Context: an optimization exercise on an open-source flow, tuned for small area and a short achievable clock period. The choices shown serve that exercise and are no tape-out recipe.
At most, simulation tests tie the RTL to the original design; equivalence was not proved.
Power figures rest on the tool's default switching activity, not on a simulated workload.

==> inputs of run Z <==
==> flow/design.v (excerpt) <==
module psum_drain_top (
    input  logic        iCLK,
    input  logic        iRSTn,
    input  logic        iStart,
    input  logic [4:0]  iNumRows,
    input  logic [7:0]  iNumPass,
    input  logic        iPsumVld,
    input  logic [63:0] iPsum,
    output logic [31:0] oData,
    output logic        oValid,
    input  logic        iReady,
    output logic        oBusy,
    output logic        oDone,
    output logic        oOvf
);
    psum_drain #(
        .MAX_ROWS (16),
        .OFIFO_D  (8),
        .SHIFT    (2),
        .RELU     (1)
    ) u_drain (
        .iCLK     (iCLK),
        .iRSTn    (iRSTn),
        .iStart   (iStart),
        .iNumRows (iNumRows),
        .iNumPass (iNumPass),
        .iPsumVld (iPsumVld),
        .iPsum    (iPsum),
        .oData    (oData),
        .oValid   (oValid),
        .iReady   (iReady),
        .oBusy    (oBusy),
        .oDone    (oDone),
        .oOvf     (oOvf)
    );
endmodule
clock: 7.5 ns
lec_check: 0
abc_clock_period_in_ps: 2000
cap_margin: 20
core_margin: 2
core_utilization: 40
cts_cluster_diameter: 100
cts_cluster_size: 25
setup_slack_margin: 5.0
slew_margin: 20
tns_end_percent: 100
standard.sh (not shown) runs the stock make flow with config.mk's settings and CLKGATE_MAP_FILE= SYNTH_SCRIPT=/design/flow/synth_recipe.tcl, a recipe that flattens the netlist after the stock synthesis.
==> flow/flow/run.sh <==
#!/bin/bash
# The standard layout (the standard.sh, with the standard flow's synthesis script) with
# three changes:
#  * abc maps the combinational logic with a delay-driven script
#    (flow/abc_speed.script, "map" against ABC_CLOCK_PERIOD_IN_PS) instead of
#    ORFS's default; flip-flop mapping is untouched, so the registers are the
#    standard synthesis's;
#  * adders are left to abc instead of being pre-mapped to full/half-adder cells
#    (ADDER_MAP_FILE empty);
#  * the port buffers are sky130_fd_sc_hd__buf_2 instead of the default
#    delay-cell buffer; every input and output port is still buffered.
# ORFS's scripts are copied into the work folder so that only the abc script
# differs; all tool output goes to standard_flow.log and ORFS's own logs.
set -euo pipefail
rm -rf scripts_mod
cp -r "$FLOW_HOME/scripts" scripts_mod
cp flow/abc_speed.script scripts_mod/abc_speed.script
bash standard.sh "SCRIPTS_DIR=$PWD/scripts_mod" "ADDER_MAP_FILE=" \
    "BUFFER_PORTS_ARGS=-buffer_cell sky130_fd_sc_hd__buf_2" finish > standard_flow.log 2>&1
==> flow/flow/abc_speed.script <==
strash
dch -f
map {D}
buffer -c
topo
upsize {D}
dnsize {D}
==> run G (differences from run Z) <==
--- a/flow/design.v
+++ b/flow/design.v
@@ -199,28 +199,19 @@
             if (cx && !sg)      s_hi[HI_W-1:XH_W] = up_inc;
             else if (!cx && sg) s_hi[HI_W-1:XH_W] = up_dec;
             else                s_hi[HI_W-1:XH_W] = p_up;
         end
         assign z_up  = (p_up[UP_W-2:0] == '0);
         assign z_inc = (&p_up[UP_W-2:0]);
         assign z_dec = (p_up[UP_W-2:0] == (UP_W-1)'(1));
-        logic [XH_W-1:0] da, db;
-        logic            zl;
-        assign da = p_hi[XH_W-1:0];
-        assign db = xh_q;
-        always_comb begin
-            zl = ((da[1] ^ db[1]) == ((da[0] & db[0]) | (da[0] & cy_q) | (db[0] & cy_q)));
-            for (int k = 2; k < XH_W; k++)
-                zl = zl && ((da[k] ^ db[k]) == (da[k-1] | db[k-1]));
-        end
         always_comb begin
             if (cx && !sg)      zu = z_inc;
             else if (!cx && sg) zu = z_dec;
             else                zu = z_up;
-            nz = !zl || !zu;
+            nz = (|s_dn[XH_W-1:1]) || !zu;
         end
         always_comb begin
             wd_hi = s_hi;
             if (s_lst[c+1]) wd_hi[1] = nz;
         end
         always_ff @(posedge iCLK) begin
             if (s_wen[c+1]) bank_hi[c][s_wa[c+1]] <= wd_hi;
==> flow/flow/run.sh (replaced) <==
#!/bin/bash
# The standard layout (the standard.sh, standard synthesis unchanged), with
# the port buffers made from sky130_fd_sc_hd__buf_2 instead of the default
# delay-cell buffer. Every input and output port is still buffered.
set -euo pipefail
bash standard.sh "BUFFER_PORTS_ARGS=-buffer_cell sky130_fd_sc_hd__buf_2" finish > standard_flow.log 2>&1
Settings changed: ABC_CLOCK_PERIOD_IN_PS 2000 to not set, SETUP_SLACK_MARGIN 5.0 to 4.5, TNS_END_PERCENT 100 to 10.
removed: flow/flow/abc_speed.script
==> impl_results.md <==
- Tapcells: 2325
- Post-DP HPWL: 114.8 mm
- Status: complete, no violations
- Cell-internal power: 20.47 mW
- Place WS: 2.631 ns
[end of results for run G]
==> impl_results.md <==
- Cell-internal power: 19.35 mW
- Final Cycle Share: 39.66%
- Post-DP HPWL: 126.9 mm
- FMAX: 336.2 MHz
- Status: complete, no violations
- Tapcells: 2340
- Design Area, Final: 81300 um^2
[end of results for run Z]

========
==> job 8276 <==
Another version of the RTL of psum_drain_top (not shown whole).
clock: 7.5 ns
lec_check: 0
cap_margin: 20
core_margin: 2
core_utilization: 40
setup_slack_margin: 4.5
slew_margin: 20
tns_end_percent: 10
run.sh (not shown) runs the stock make flow with config.mk's settings and CLKGATE_MAP_FILE= SYNTH_SCRIPT=/design/flow/synth_recipe.tcl, a recipe that flattens the netlist after the stock synthesis.
Stock flow here: none of the scripts above is used.
==> job 9791 (differences from job 8276) <==
--- a/flow/design.v
+++ b/flow/design.v
@@ -29,50 +29,47 @@
     localparam int RA   = $clog2(MAX_ROWS);
     localparam int LO_W = 12;                  
     localparam int HI_W = ACC_BW - LO_W;       
     localparam int XH_W = BW - LO_W;           
     localparam int NST  = NCOL + 1;            
     localparam int SA   = $clog2(OFIFO_D);
     logic          busy, done_q, fin, first, ovf_q, ov;
-    logic          lst_q;                      
-    logic          r1_q;                       
     logic [RA-1:0] rm1, row;
     logic [SA-1:0] wslot, rdp;
-    logic [7:0]    left;                       
+    logic [7:0]    left;
     logic [RA:0]   held, avail;
     logic          start, done_c, pop, load;
     logic [RA-1:0] rm1_in;
-    logic          r1_in, p1_in, p2_in;
+    logic [7:0]    left_in;
     always_comb begin
         if (iNumRows == '0)                        rm1_in = '0;
         else if (iNumRows >= (RA+1)'(MAX_ROWS))     rm1_in = RA'(MAX_ROWS - 1);
         else                                       rm1_in = RA'(iNumRows - 1'b1);
-        r1_in = (iNumRows[RA:1] == '0);
-        p1_in = (iNumPass[7:1] == '0);                         
-        p2_in = (iNumPass[7:2] == '0) && !(&iNumPass[1:0]);    
+        left_in = (iNumPass == 8'd0) ? 8'd0 : iNumPass - 8'd1;
     end
     assign start  = iStart && !busy && !done_q;
     assign done_c = busy && fin && (held == '0);
-    logic take0, lst0, acc0, wrap0, r1_e, adv;
+    logic          take0, fst0, lst0, acc0, wrap0;
+    logic [RA-1:0] rm1_e;
     assign take0 = iPsumVld && !fin && (busy || start);
-    assign lst0  = start ? p1_in : lst_q;
-    assign r1_e  = start ? r1_in : r1_q;
-    assign wrap0 = start ? r1_in : (row == rm1);
+    assign fst0  = first;
+    assign lst0  = start ? (left_in == 8'd0) : (left == 8'd0);
+    assign rm1_e = start ? rm1_in : rm1;
+    assign wrap0 = (row == rm1_e);
     assign acc0  = (held < (RA+1)'(OFIFO_D));
-    assign adv   = take0 && wrap0 && !lst0;           
     logic [NST-1:0]          s_wen, s_fst, s_lst;
     logic [NST-1:0][RA-1:0]  s_ra, s_wa;
     logic [NST-1:1]          r_wen, r_fst, r_lst;
     logic [NST-1:1][RA-1:0]  r_ra, r_wa;
     always_comb begin
-        s_wen[0] = take0 && (!lst_q || acc0);
-        s_fst[0] = first;
+        s_wen[0] = take0 && (!lst0 || acc0);
+        s_fst[0] = fst0;
         s_lst[0] = lst0;
         s_ra[0]  = row;
-        s_wa[0]  = lst_q ? RA'(wslot) : row;
+        s_wa[0]  = lst0 ? RA'(wslot) : row;
         for (int k = 1; k < NST; k++) begin
             s_wen[k] = r_wen[k];
             s_fst[k] = r_fst[k];
             s_lst[k] = r_lst[k];
             s_ra[k]  = r_ra[k];
             s_wa[k]  = r_wa[k];
         end
@@ -88,16 +85,18 @@
         r_wa  <= s_wa[NST-2:0];
     end
     logic [RA-1:0] row_nx;
     logic          first_nx;
     always_comb begin
         row_nx   = row;
         first_nx = first;
-        if (take0) row_nx = wrap0 ? '0 : row + 1'b1;
-        if (adv)    first_nx = 1'b0;
+        if (take0) begin
+            row_nx = wrap0 ? '0 : row + 1'b1;
+            if (wrap0 && !lst0) first_nx = 1'b0;
+        end
         if (done_c) first_nx = 1'b1;
     end
     always_ff @(posedge iCLK or negedge iRSTn) begin
         if (!iRSTn) begin
             busy   <= 1'b0;
             done_q <= 1'b0;
             ovf_q  <= 1'b0;
@@ -114,86 +113,79 @@
                 fin   <= 1'b0;
                 wslot <= '0;
             end
             if (start) begin
                 busy  <= 1'b1;
                 ovf_q <= 1'b0;
             end
-            if (take0 && lst0 && acc0)  wslot <= wslot + 1'b1;
+            if (take0 && lst0 && acc0) wslot <= wslot + 1'b1;
             if (take0 && lst0 && !acc0) ovf_q <= 1'b1;
             if (take0 && lst0 && wrap0) fin <= 1'b1;
         end
     end
     always_ff @(posedge iCLK) begin
         if (start) begin
             rm1   <= rm1_in;
-            r1_q  <= r1_in;
-            left  <= adv ? iNumPass - 8'd2 : iNumPass - 8'd1;
-            lst_q <= adv ? p2_in : p1_in;
-        end else if (adv) begin
-            left  <= left - 8'd1;
-            lst_q <= (left == 8'd1);
+            left  <= left_in;
         end
+        if (take0 && wrap0 && !lst0) left <= (start ? left_in : left) - 8'd1;
     end
     logic [LO_W-1:0] bank_lo [NCOL][MAX_ROWS];
     logic [HI_W-1:0] bank_hi [NCOL][MAX_ROWS];
     logic [NCOL-1:0][MAX_ROWS-1:0] psel;      
     logic [MAX_ROWS-1:0]           nsel;      
     for (genvar i = 0; i < MAX_ROWS; i++) begin : g_row
         for (genvar k = 0; k < NCOL; k++) begin : g_sel
             assign psel[k][i] = (s_ra[k] == RA'(i));
         end
         assign nsel[i] = (row_nx == RA'(i));
     end
-    logic [NCOL-1:0][MAX_ROWS-1:0] lsel;      
-    logic [NCOL-1:0]               lfst, lfwd;
-    always_comb begin
-        lsel[0] = nsel;
-        lfst[0] = first_nx;
-        lfwd[0] = take0 && r1_e;
-        for (int c = 1; c < NCOL; c++) begin
-            lsel[c] = psel[c-1];
-            lfst[c] = s_fst[c-1];
-            lfwd[c] = s_wen[c] && r1_q;
-        end
-    end
     for (genvar c = 0; c < NCOL; c++) begin : g_col
-        logic [LO_W-1:0] p_lo, r_lo;
+        logic [LO_W-1:0] p_lo, r_lo, n_lo;
         logic [LO_W:0]   s_lo;
         logic            cy_q, nz_q;
         logic [XH_W-1:0] xh_q;
+        logic            f_lo, b_lo;
         always_comb begin
             r_lo = '0;
             for (int i = 0; i < MAX_ROWS; i++)
-                if (lsel[c][i]) r_lo = r_lo | bank_lo[c][i];
+                if ((c == 0) ? nsel[i] : psel[(c == 0) ? 0 : c-1][i]) r_lo = r_lo | bank_lo[c][i];
+        end
+        if (c == 0) begin : g_f0
+            assign f_lo = first_nx;
+            assign b_lo = s_wen[0] && (s_wa[0] == row_nx);
+        end else begin : g_fc
+            assign f_lo = s_fst[c-1];
+            assign b_lo = s_wen[c] && (s_wa[c] == s_ra[c-1]);
         end
-        always_ff @(posedge iCLK)
-            p_lo <= lfst[c] ? LO_W'(2) : (lfwd[c] ? s_lo[LO_W-1:0] : r_lo);
+        assign n_lo = f_lo ? '0 : (b_lo ? s_lo[LO_W-1:0] : r_lo);
+        always_ff @(posedge iCLK) p_lo <= n_lo;
         ks_add #(.W(LO_W)) u_add_lo (
             .a  (iPsum[c*BW +: LO_W]),
             .b  (p_lo),
             .ci (1'b0),
             .s  (s_lo[LO_W-1:0]),
             .co (s_lo[LO_W])
         );
         always_ff @(posedge iCLK) begin
             if (s_wen[c]) bank_lo[c][s_wa[c]] <= s_lo[LO_W-1:0];
             cy_q <= s_lo[LO_W];
             nz_q <= |s_lo[LO_W-1:9];
             xh_q <= iPsum[c*BW+LO_W +: XH_W];
         end
-        logic [HI_W-1:0] p_hi, r_hi, b_hi, s_hi, wd_hi;
-        logic            hz, co_hi;
+        logic [HI_W-1:0] p_hi, r_hi, n_hi, b_hi, s_hi, wd_hi;
+        logic            hz, co_hi, b_hb;
         always_comb begin
             r_hi = '0;
             for (int i = 0; i < MAX_ROWS; i++)
                 if (psel[c][i]) r_hi = r_hi | bank_hi[c][i];
         end
-        always_ff @(posedge iCLK)
-            p_hi <= s_fst[c] ? '0 : ((s_wen[c+1] && r1_q) ? wd_hi : r_hi);
+        assign b_hb = s_wen[c+1] && (s_wa[c+1] == s_ra[c]);
+        assign n_hi = s_fst[c] ? '0 : (b_hb ? wd_hi : r_hi);
+        always_ff @(posedge iCLK) p_hi <= n_hi;
         assign b_hi = {{(HI_W-XH_W){xh_q[XH_W-1]}}, xh_q};
         ks_add #(.W(HI_W)) u_add_hi (
             .a  (p_hi),
             .b  (b_hi),
             .ci (cy_q),
             .s  (s_hi),
             .co (co_hi)
@@ -214,17 +206,17 @@
     logic [NCOL*OUT_BW-1:0] oq, rq;
     always_comb begin
         for (int c = 0; c < NCOL; c++) begin
             logic [LO_W-1:0] el;
             logic [HI_W-1:0] eh;
             el = bank_lo[c][RA'(rdp)];
             eh = bank_hi[c][RA'(rdp)];
-            if (eh[HI_W-1])   rq[c*OUT_BW +: OUT_BW] = 8'd0;
-            else if (eh[0])   rq[c*OUT_BW +: OUT_BW] = 8'd127;
-            else              rq[c*OUT_BW +: OUT_BW] = {1'b0, el[8:2]};
+            if (eh[HI_W-1])                  rq[c*OUT_BW +: OUT_BW] = 8'd0;
+            else if (eh[0] || (&el[8:1]))    rq[c*OUT_BW +: OUT_BW] = 8'd127;
+            else                             rq[c*OUT_BW +: OUT_BW] = {1'b0, el[8:2] + {6'd0, el[1]}};
         end
     end
     assign pop  = ov && iReady;
     assign load = (avail != '0) && (!ov || iReady);
     always_ff @(posedge iCLK or negedge iRSTn) begin
         if (!iRSTn) begin
             oq    <= '0;
- SETUP_SLACK_MARGIN: 4.5 -> 4.3
- TNS_END_PERCENT: 10 -> default
==> job 5805 (differences from job 8276) <==
--- a/flow/design.v
+++ b/flow/design.v
@@ -32,15 +32,16 @@
     localparam int XH_W = BW - LO_W;           
     localparam int NST  = NCOL + 1;            
     localparam int SA   = $clog2(OFIFO_D);
     logic          busy, done_q, fin, first, ovf_q, ov;
     logic          lst_q;                      
     logic          r1_q;                       
     logic [RA-1:0] rm1, row;
-    logic [SA-1:0] wslot, rdp;
+    logic [SA-1:0] wslot;
+    logic [OFIFO_D-1:0] rdp;                   
     logic [7:0]    left;                       
     logic [RA:0]   held, avail;
     logic          start, done_c, pop, load;
     logic [RA-1:0] rm1_in;
     logic          r1_in, p1_in, p2_in;
     always_comb begin
         if (iNumRows == '0)                        rm1_in = '0;
@@ -212,16 +213,21 @@
         end
     end
     logic [NCOL*OUT_BW-1:0] oq, rq;
     always_comb begin
         for (int c = 0; c < NCOL; c++) begin
             logic [LO_W-1:0] el;
             logic [HI_W-1:0] eh;
-            el = bank_lo[c][RA'(rdp)];
-            eh = bank_hi[c][RA'(rdp)];
+            el = '0;
+            eh = '0;
+            for (int i = 0; i < OFIFO_D; i++)
+                if (rdp[i]) begin
+                    el = el | bank_lo[c][i];
+                    eh = eh | bank_hi[c][i];
+                end
             if (eh[HI_W-1])   rq[c*OUT_BW +: OUT_BW] = 8'd0;
             else if (eh[0])   rq[c*OUT_BW +: OUT_BW] = 8'd127;
             else              rq[c*OUT_BW +: OUT_BW] = {1'b0, el[8:2]};
         end
     end
     assign pop  = ov && iReady;
     assign load = (avail != '0) && (!ov || iReady);
@@ -240,16 +246,16 @@
                 ov <= 1'b0;
             end
             held  <= held + (RA+1)'(take0 && lst0 && acc0) - (RA+1)'(pop);
             avail <= avail + (RA+1)'(s_wen[NST-1] && s_lst[NST-1]) - (RA+1)'(load);
         end
     end
     always_ff @(posedge iCLK) begin
-        if (start)     rdp <= '0;
-        else if (load) rdp <= rdp + 1'b1;
+        if (start)     rdp <= OFIFO_D'(1);
+        else if (load) rdp <= {rdp[OFIFO_D-2:0], rdp[OFIFO_D-1]};
     end
     assign oData  = oq;
     assign oValid = ov;
     assign oBusy  = busy;
     assign oDone  = done_q;
     assign oOvf   = ovf_q;
 endmodule
==> flow/flow/run.sh (new file) <==
#!/bin/bash
# The standard layout (the standard.sh, standard synthesis unchanged), with
# the port buffers made from sky130_fd_sc_hd__buf_2 instead of the default
# delay-cell buffer. Every input and output port is still buffered.
set -euo pipefail
bash standard.sh "BUFFER_PORTS_ARGS=-buffer_cell sky130_fd_sc_hd__buf_2" finish > standard_flow.log 2>&1
==> flow/standard.sh (new file) <==
#!/bin/bash
# synth_recipe.tcl (not shown) runs the flow's synth.tcl, then flattens the netlist and writes it again
# the make line also repeats each setting of config.mk as NAME=value (left out here)
make -C /OpenROAD-flow-scripts/flow DESIGN_CONFIG=/design/flow/config.mk WORK_HOME=/design/flow/orfs CLKGATE_MAP_FILE= SYNTH_SCRIPT=/design/flow/synth_recipe.tcl "${@:-finish}"
removed: flow/run.sh
==> comparison table <==
| metric | job 9791 | job 5805 | job 8276 |
|---|---|---|---|
| Crit path largest cell delay | 0.58 ns | 0.41 ns | 0.56 ns |
| Number of sinks on the clock net | 1764 | 1768 | 1766 |
| Layout cells sized above 1 | 21.8% | 17.7% | 19.3% |
| Total power draw | 37000 uW | 35000 uW | 35000 uW |
| Portion of synthesized cell area occupied by the leading cell type | 64.3% | 65.8% | 65.9% |
| Clk pwr | 9010 uW | 9050 uW | 9020 uW |
| Clock Power Share | 24.4% | 25.8% | 25.8% |
| Power in sequential cells | 15000 uW | 14600 uW | 14400 uW |
| Worst slack, placed | 1.34 ns | 2.81 ns | 2.34 ns |
| Switch share | 35.1% | 34.9% | 34.3% |
| Run status | complete, no violations | complete, no violations | complete, no violations |
| Number of vias per cell | 5.93 | 6.08 | 5.97 |
| Psw | 13000 uW | 12200 uW | 12000 uW |
| Fraction of area in clock buffers and inverters | 6.90% | 7.22% | 7.13% |
| Leak | 0.0293 uW | 0.0278 uW | 0.0284 uW |
| Crit path buffers/inverters | 2 | 3 | 2 |
| Nonclk buf count | 420 | 337 | 363 |
| Post-synthesis instance total | 4746 | 4686 | 4496 |
| Multiplexer fraction of the synthesized cell area | 3.40% | 0.464% | 2.92% |
| Starting density of the core | 40.2% | 40.2% | 40.2% |
| Routability Congestion | 0.877 | 0.894 | 0.904 |
| Cts repair resizes | 293 | 77 | 179 |
| Fin area | 0.0866 mm^2 | 0.0828 mm^2 | 0.0840 mm^2 |
| Layout Cells excl Fill | 7632 | 7485 | 7335 |
| Global routing usage on met2 | 37.9% | 36.7% | 38.6% |
| Proportion of cell area occupied by registers | 58.9% | 61.8% | 61.0% |
| #FFs+latches synth | 1764 | 1768 | 1766 |
Only the layout flow was run in job 9791; the RTL was not checked for function there.

-- what the ideal ports hide --
How much do the figures lean on ideal ports? The routed layouts below were timed once more, with nothing changed but the port constraints. Step 1 sets driving cells, clkbuf_16 on the clock port and buf_2 on the other inputs (assumed; they add their load-dependent delay and slew). Step 2 adds t to the input delays and takes it off the output delays; t is the mean of the earliest and latest rising clock arrival at the registers after step 1. Input paths then give back, and output paths get back, about the clock's delay inside the block. Three values: no drivers, after step 1, after step 2; two values: the first two.
| run | t (ns) | slack for setup (ns) | hold WS [ns] | worst setup path after step 2 |
|---|---|---|---|---|
| run Z | 0.844 | 4.526 / 4.437 / 4.135 | 0.382 / 0.382 / 0.382 | input to register |
| run G | 0.819 | 4.162 / 4.213 / 3.394 | 0.398 / 0.398 / 0.398 | input to register |
| job 8276 | 0.893 | 4.163 / 4.089 / 3.332 | 0.404 / 0.404 / 0.404 | input to register |
| job 9791 | 0.876 | 3.716 / 3.751 / 2.875 | 0.416 / 0.416 / 0.416 | input to register |
| job 5805 | 0.897 | 4.321 / 4.292 / 3.422 | 0.396 / 0.396 / 0.396 | input to register |
After both steps every run listed still meets setup and hold. For job 5805, which loses most, drivers alone change the setup slack by -0.029 ns; drivers and shift together by -0.899 ns.
